This is an optimization exercise on Yosys and OpenROAD, whose aim is small area and few clock cycles, not a production implementation.
The RTL was checked by simulation tests, not by an equivalence proof against the original design.

// cache_top
module cache_top (
  input  wire         clk,
  input  wire         reset,
  input  wire         memreq_type,
  input  wire  [7:0]  memreq_opaque,
  input  wire  [31:0] memreq_addr,
  input  wire  [31:0] memreq_data,
  input  wire         memreq_val,
  output wire         memreq_rdy,
  output wire         memresp_type,
  output wire  [7:0]  memresp_opaque,
  output wire  [31:0] memresp_data,
  output wire         memresp_val,
  input  wire         memresp_rdy,
  output wire         cache_req_type,
  output wire  [7:0]  cache_req_opaque,
  output wire  [31:0] cache_req_addr,
  output wire  [31:0] cache_req_data,
  output wire         cache_req_val,
  input  wire         cache_req_rdy,
  input  wire         cache_resp_type,
  input  wire  [7:0]  cache_resp_opaque,
  input  wire  [31:0] cache_resp_data,
  input  wire         cache_resp_val,
  output wire         cache_resp_rdy
);
  cache_msg_pkg::mem_req_t  memreq;
  cache_msg_pkg::mem_resp_t memresp;
  cache_msg_pkg::mem_req_t  cache_req;
  cache_msg_pkg::mem_resp_t cache_resp;
  assign memreq     = {memreq_type, memreq_opaque, memreq_addr, memreq_data};
  assign cache_resp = {cache_resp_type, cache_resp_opaque, cache_resp_data};
  assign {memresp_type, memresp_opaque, memresp_data} = memresp;
  assign {cache_req_type, cache_req_opaque, cache_req_addr, cache_req_data} = cache_req;
  cache_base base_i (
    .clk            (clk),
    .reset          (reset),
    .memreq         (memreq),
    .memreq_val     (memreq_val),
    .memreq_rdy     (memreq_rdy),
    .memresp        (memresp),
    .memresp_val    (memresp_val),
    .memresp_rdy    (memresp_rdy),
    .cache_req      (cache_req),
    .cache_req_val  (cache_req_val),
    .cache_req_rdy  (cache_req_rdy),
    .cache_resp     (cache_resp),
    .cache_resp_val (cache_resp_val),
    .cache_resp_rdy (cache_resp_rdy)
  );
  ...
For scale: ~5300 cells after synthesis, ~2700 flip-flops, ~240 I/O pins.
Settings: LEC_CHECK=0, CAP_MARGIN=20, CORE_MARGIN=2, CORE_UTILIZATION=42, SLEW_MARGIN=20, SYNTH_HIERARCHICAL=1, BUFFER_PORTS_ARGS=-buffer_cell sky130_fd_sc_hd__buf_1, CTS_ARGS=-sink_clustering_enable -repair_clock_nets -dont_use_dummy_load -buf_list sky130_fd_sc_hd__clkbuf_16 -sink_clustering_size 26 -sink_clustering_max_diameter 120; clock period 10.0 ns.
standard.sh (not shown) runs the stock make flow with config.mk's settings and CLKGATE_MAP_FILE= SYNTH_SCRIPT=/design/flow/synth_recipe.tcl, a recipe that flattens the netlist after the stock synthesis.
==> flow/flow/run.sh <==
#!/bin/bash
# Standard ORFS layout (the standard.sh, synthesis included) with two
# changes: the port buffers are the smallest plain buffer, and the clock tree
# is built from clkbuf_16 leaf clusters of up to 26 sinks without dummy
# loads. Each ORFS step writes its full log under orfs/logs; the make output
# as a whole goes to flow_make.log in this folder.
set -euo pipefail
cat >> config.mk <<'EOT'
export BUFFER_PORTS_ARGS = -buffer_cell sky130_fd_sc_hd__buf_1
export CTS_ARGS = -sink_clustering_enable -repair_clock_nets -dont_use_dummy_load -buf_list sky130_fd_sc_hd__clkbuf_16 -sink_clustering_size 26 -sink_clustering_max_diameter 120
EOT
bash standard.sh > flow_make.log 2>&1
Testbench counts at the start, summed over its fixed seeds: cycles 10,899.
Change:
--- a/flow/design.v
+++ b/flow/design.v
@@ -110,12 +110,15 @@
   logic [7:0]        q_opq [NQ];
   logic [3:0]        q_idx [NQ];
   logic [1:0]        q_off [NQ];
   localparam int QW  = (NQ > 4) ? 3 : (NQ > 2) ? 2 : 1;
   logic [QW-1:0]     q_hd;
   logic [QW-1:0]     q_tl;
+  logic              hr_type;
+  logic [3:0]        hr_idx;
+  logic [1:0]        hr_off;
   logic              resp_hold;
   logic              resp_rd;
   logic [1:0]        wo;
   logic              drop0;
   assign resp_rd = cache_resp_val && (cache_resp.mtype == cache_msg_pkg::MSG_READ) && s1_v;
   assign wo      = s1_base + s1_c;                  
@@ -131,13 +134,26 @@
   logic              q_rd_word;
   logic              te_done;
   logic              te_wr;
   logic              rd_ok, wr_ok, miss_ok;
   logic              m0_go;
   logic              cpu_wr;
-  assign tag_rd   = tag_q[m0_idx];
+  logic [15:0]       tsel;
+  logic [5:0]        tsl_n [TAG_W];
+  assign tsel = 16'd1 << m0_idx;
+  for (genvar b = 0; b < TAG_W; b++) begin : g_tg
+    for (genvar j = 0; j < 5; j++) begin : g_sl
+      cache_rd_ao3 sl_i (
+        .d   ({tag_q[3*j+2][b], tag_q[3*j+1][b], tag_q[3*j][b]}),
+        .s   (tsel[3*j+2:3*j]),
+        .y_n (tsl_n[b][j])
+      );
+    end
+    assign tsl_n[b][5] = !(tag_q[15][b] && tsel[15]);
+    assign tag_rd[b]   = !(&tsl_n[b]);
+  end
   assign tag_eq   = valid_q[m0_idx] && (tag_rd == m0_tag);
   assign vd       = valid_q[m0_idx] && dirty_q[m0_idx];
   assign m0_arr   = resp_rd && !drop0 && (m0_idx == s1_idx) && (m0_off == wo);
   assign m0_there = !(s1_v && (m0_idx == s1_idx) && !m0_arr &&
                       !((2'(m0_off - s1_base) < s1_c) || s1_ovr[m0_off])) &&
                     !(s2_v && (m0_idx == s2_idx) && !s2_ovr[m0_off]);
@@ -193,17 +209,17 @@
   logic [3:0]        h_idx;
   logic [1:0]        h_off;
   logic              h_arr;
   logic              h_ready;
   logic              resp_fire;
   assign h_v    = q_v[q_hd];
-  assign h_type = q_type[q_hd];
+  assign h_type = hr_type;
   assign h_tm   = q_tm[q_hd];
   assign h_opq  = q_opq[q_hd];
-  assign h_idx  = q_idx[q_hd];
-  assign h_off  = q_off[q_hd];
+  assign h_idx  = hr_idx;
+  assign h_off  = hr_off;
   assign h_arr   = resp_rd && !drop0 && (h_idx == s1_idx) && (h_off == wo);
   logic              h_there;
   assign h_there = !(s1_v && (h_idx == s1_idx) && !h_arr &&
                      !((2'(h_off - s1_base) < s1_c) || s1_ovr[h_off])) &&
                    !(s2_v && (h_idx == s2_idx) && !s2_ovr[h_off]);
   assign h_ready = h_v && !h_tm && (h_type || h_there);
@@ -390,12 +406,25 @@
         q_tm[i]   <= miss_ok;
       end else if (te_done) begin
         q_tm[i]   <= 1'b0;
       end
     end
   end
+  logic [QW-1:0]     hd_nx;
+  assign hd_nx = resp_fire ? ((q_hd == QW'(NQ-1)) ? '0 : q_hd + 1'b1) : q_hd;
+  always_ff @(posedge clk) begin
+    if (m0_go && (q_tl == hd_nx)) begin
+      hr_type <= m0_type;
+      hr_idx  <= m0_idx;
+      hr_off  <= m0_off;
+    end else begin
+      hr_type <= q_type[hd_nx];
+      hr_idx  <= q_idx[hd_nx];
+      hr_off  <= q_off[hd_nx];
+    end
+  end
   always_ff @(posedge clk) begin
     if (reset) resp_hold <= 1'b0;
     else       resp_hold <= memresp_val && !memresp_rdy;
   end
 endmodule
 `default_nettype wire
The changed run finished clean.
Synthesized cell count shrinks by 1.3%.
Maximum frequency came out higher by about 4.5%.
Wire length stays flat.
Worst hold slack stays flat.
Flip-flop and latch count climbs by 3.
Global-route usage came out higher by 0.42 points.
Via count is about the same.
Final area is lower by 1.5%.
Clock skew went down by 0.023 ns.
Testbench counts after the change, summed over its fixed seeds: cycles 10,899.

## static timing again, ports no longer ideal
Ports are ideal in the flow. The routed layouts listed here were re-timed in OpenROAD. Step 1 (the two cells are an assumption about what drives the block):
set clk [get_ports {clk}]
set_driving_cell -lib_cell sky130_fd_sc_hd__clkbuf_16 $clk
set_driving_cell -lib_cell sky130_fd_sc_hd__buf_2 [delete_from_list [all_inputs] $clk]
Step 2 moves the port delays by t, midway between the first and last clock arrival at a register: inputs arrive t later, outputs are due t later. That takes back most of the time a late clock gives input paths. Three values: ideal ports, drivers, drivers and shift; two values: the first two.
run | t, ns | setup slack, ns | clock arrival spread, ns
the first run | 0.883 | 0.409 / 0.313 / 1.196 | 0.110 / 0.110
the second run | 0.863 | 0.824 / 0.733 / 1.596 | 0.087 / 0.087
After both steps every run listed still meets setup and hold.
